What follows belongs to an exercise in optimizing a design on an open flow for small area and a short achievable clock period; a production flow would make more cautious choices.
Only simulation tests tie the RTL to the original design; equivalence was not proved.
Power is estimated from default activity; no workload was simulated.

// conv_top
module conv_top #(
  parameter int PIXEL_W = 8
) (
    input  wire logic                                          clk
  , input  wire logic                                          reset_i
  , input  wire logic                                          s_tvalid_i
  , input  wire logic [PIXEL_W-1:0]                            s_tdata_i
  , input  wire logic                                          s_tuser_i
  , input  wire logic                                          s_tlast_i
  , input  wire logic                                          m_tready_i
  , output logic                                               s_tready_o
  , output logic                                               col_vld_o
  , output logic [5:0]                                         col_pos_o
  , output logic [conv_geom_pkg::KERNEL_ROWS*PIXEL_W-1:0]      col_data_o
);
  logic                                             advance;
  logic                                             hold;
  logic                                             pol;
  logic [4:1]                                       sof_hist;
  logic [4:1]                                       eol_hist;
  logic [4:1]                                       pos_vld;
  conv_pos_pkg::kernel_pos_t                        kernel_pos;
  logic                                             centre_vld;
  logic [7:0]                                       sel_lo;
  logic [7:0]                                       sel_hi;
  conv_ingress_pipe u_ingress (
      .clk          (clk)
    , .reset_i      (reset_i)
    , .s_tvalid_i   (s_tvalid_i)
    , .s_tuser_i    (s_tuser_i)
    , .s_tlast_i    (s_tlast_i)
    , .m_tready_i   (m_tready_i)
    , .s_tready_o   (s_tready_o)
    , .advance_o    (advance)
    , .hold_o       (hold)
    , .pol_o        (pol)
    , .sof_hist_o   (sof_hist)
    , .eol_hist_o   (eol_hist)
    , .pos_vld_o    (pos_vld)
    , .sel_lo_o     (sel_lo)
    , .sel_hi_o     (sel_hi)
  );
  conv_pos_tracker u_tracker (
      .clk          (clk)
    , .reset_i      (reset_i)
    , .advance_i    (advance)
    , .sof_hist_i   (sof_hist)
    , .eol_hist_i   (eol_hist)
    , .pos_vld_i    (pos_vld)
  ...
clock: 5.0 ns
lec_check: 0
cap_margin: 20
core_margin: 2
core_utilization: 85
cts_cluster_diameter: 110
cts_cluster_size: 30
setup_slack_margin: 2.8
slew_margin: 20
synth_hierarchical: 1
synth_minimum_keep_size: 0
run.sh (not shown) runs the stock make flow with config.mk's settings and CLKGATE_MAP_FILE= SYNTH_SCRIPT=/design/flow/synth_recipe.tcl, a recipe that flattens the netlist after the stock synthesis.
The baseline finished with timing, DRC and antenna clean.
Change:
--- a/flow/config.mk
+++ b/flow/config.mk
@@ -9,3 +9,3 @@
 export CORE_MARGIN = 2
-export CORE_UTILIZATION = 85
+export CORE_UTILIZATION = 75
 export CTS_CLUSTER_DIAMETER = 110
@@ -16 +16,2 @@
 export SYNTH_MINIMUM_KEEP_SIZE = 0
+export TNS_END_PERCENT = 10
What happened:
- die area goes up by 13%
- via count goes down by 6.3%
- register-to-register slack is better by 50 ps
- wire length goes down by 13%
- cell count goes up by 1.4%
- area after synthesis does not change
- power goes down by 1.0%
- first-iteration DRC count goes down by 28%

conv_top again, from the RTL that the note above started with.
Settings: LEC_CHECK=0, CAP_MARGIN=20, CORE_MARGIN=2, CORE_UTILIZATION=75, CTS_CLUSTER_DIAMETER=110, CTS_CLUSTER_SIZE=30, SETUP_SLACK_MARGIN=2.65, SLEW_MARGIN=20, SYNTH_HIERARCHICAL=1, SYNTH_MINIMUM_KEEP_SIZE=0; clock period 5.0 ns.
The first run finished with timing, DRC and antenna clean.
Change:
CORE_UTILIZATION = 65   (was 75)
SETUP_SLACK_MARGIN = 2.8   (was 2.65)
Sequential power hardly moves.
Clock power is higher by about 1%.
Register-to-register slack gains 150 ps.
Cell area is higher by 1.4%.
Wire length is higher by 2.3%.
Change:
CORE_UTILIZATION = 75   (was 65)
SETUP_SLACK_MARGIN = 2.55   (was 2.8)
Outcome:
- The new run passed the timing, DRC and antenna checks
- utilization goes up by 8.8 points
- final area goes down by 2.0%
- non-clock buffer count goes down by 69
- die area goes down by 13%
- combinational power goes down by 5.9%
- power goes down by 1.1%
- critical path depth goes up by 1
- worst setup slack got worse by 72 ps
- clock power goes down by about 2%
- maximum frequency goes down by 3.0%

--- another note on this design; it stands on its own ---

==> inputs of job 4021 <==
==> flow/design.v (excerpt) <==
module conv_top #(
  parameter int PIXEL_W = 8
) (
    input  wire logic                                          clk
  , input  wire logic                                          reset_i
  , input  wire logic                                          s_tvalid_i
  , input  wire logic [PIXEL_W-1:0]                            s_tdata_i
  , input  wire logic                                          s_tuser_i
  , input  wire logic                                          s_tlast_i
  , input  wire logic                                          m_tready_i
  , output logic                                               s_tready_o
  , output logic                                               col_vld_o
  , output logic [5:0]                                         col_pos_o
  , output logic [conv_geom_pkg::KERNEL_ROWS*PIXEL_W-1:0]      col_data_o
);
make LEC_CHECK=0 CAP_MARGIN=20 CORE_MARGIN=2 CORE_UTILIZATION=65 CTS_CLUSTER_DIAMETER=100 CTS_CLUSTER_SIZE=25 SETUP_SLACK_MARGIN=2.5 SLEW_MARGIN=20 SYNTH_HIERARCHICAL=1 SYNTH_MINIMUM_KEEP_SIZE=0 finish   # period 5.0 ns
run.sh (not shown) runs the stock make flow with config.mk's settings and CLKGATE_MAP_FILE= SYNTH_SCRIPT=/design/flow/synth_recipe.tcl, a recipe that flattens the netlist after the stock synthesis.
==> job 6989: changes against job 4021 <==
--- a/flow/config.mk
+++ b/flow/config.mk
@@ -8,7 +8,5 @@
 export CAP_MARGIN = 20
 export CORE_MARGIN = 2
-export CORE_UTILIZATION = 65
-export CTS_CLUSTER_DIAMETER = 100
-export CTS_CLUSTER_SIZE = 25
+export CORE_UTILIZATION = 40
 export SETUP_SLACK_MARGIN = 2.5
 export SLEW_MARGIN = 20
==> metrics.csv <==
metric,value,unit
status,timing/DRC/antenna clean,
fin_cells,7701,
drive_above_1_share,8.59,%
buffers,156,
wl_met1,71.3,mm
finalPower,42000,uW
final_cell_mix,"2,086 x dfxtp_1, 2,032 x o22ai_1, 480 x a22oi_1",
holdWs,0.418,ns
insertion_delay,0.81,ns
worst_path_most_repeated_cell,buf_4,
num_vias,44600,
start_util,40.3,%
whs_endpoint,u_line_store.g_line[1].g_delay.u_hi_chain.q[247],
(the above is from job 6989)
==> metrics.csv <==
metric,value,unit
status,timing/DRC/antenna clean,
drive_above_1_share,4.60,%
buffers,149,
num_vias,43600,
holdWs,0.439,ns
final_cell_mix,"2,086 x dfxtp_1, 2,032 x o22ai_1, 480 x a22oi_1",
wl_met1,66.4,mm
whs_endpoint,u_line_store.g_line[1].g_delay.u_hi_chain.q[289],
worst_path_most_repeated_cell,and2_4,
finalPower,35100,uW
start_util,65.5,%
fin_cells,6629,
insertion_delay,0.71,ns
(the above is from job 4021)

[what the ideal ports hide]
No port has a modelled driver above. Below, the same layouts with a new extraction and two added sets of constraints.
Step 1: set_driving_cell puts a clkbuf_16 on clk and a buf_2 on each other input, an assumption about the parent block.
Step 2 also shifts input and output timing later by t, the mid clock arrival at the registers, as if the neighbouring blocks saw the same clock.
a / b / c = no drivers / after step 1 / after step 2; a / b = the first two.
run | t, ns | setup WS [ns] | hold slack, ns | worst setup path after step 2
the first run of note 1 | 0.741 | 2.632 / 2.584 / 2.126 | 0.433 / 0.433 / 0.433 | input to register
the second run of note 1 | 0.746 | 2.623 / 2.566 / 2.165 | 0.431 / 0.431 / 0.431 | input to register
the first run of note 2 | 0.748 | 2.594 / 2.540 / 2.034 | 0.428 / 0.428 / 0.428 | input to register
the second run of note 2 | 0.764 | 2.632 / 2.599 / 2.072 | 0.440 / 0.440 / 0.440 | input to register
the third run of note 2 | 0.736 | 2.560 / 2.537 / 1.912 | 0.428 / 0.428 / 0.428 | input to register
job 4021 | 0.765 | 2.471 / 2.430 / 1.798 | 0.439 / 0.439 / 0.439 | input to register
job 6989 | 0.866 | 2.517 / 2.495 / 1.703 | 0.418 / 0.418 / 0.418 | input to register
After both steps every run listed still meets setup and hold. The setup slack of job 6989, which loses most, moves by -0.022 ns with the drivers and by -0.814 ns with both steps.
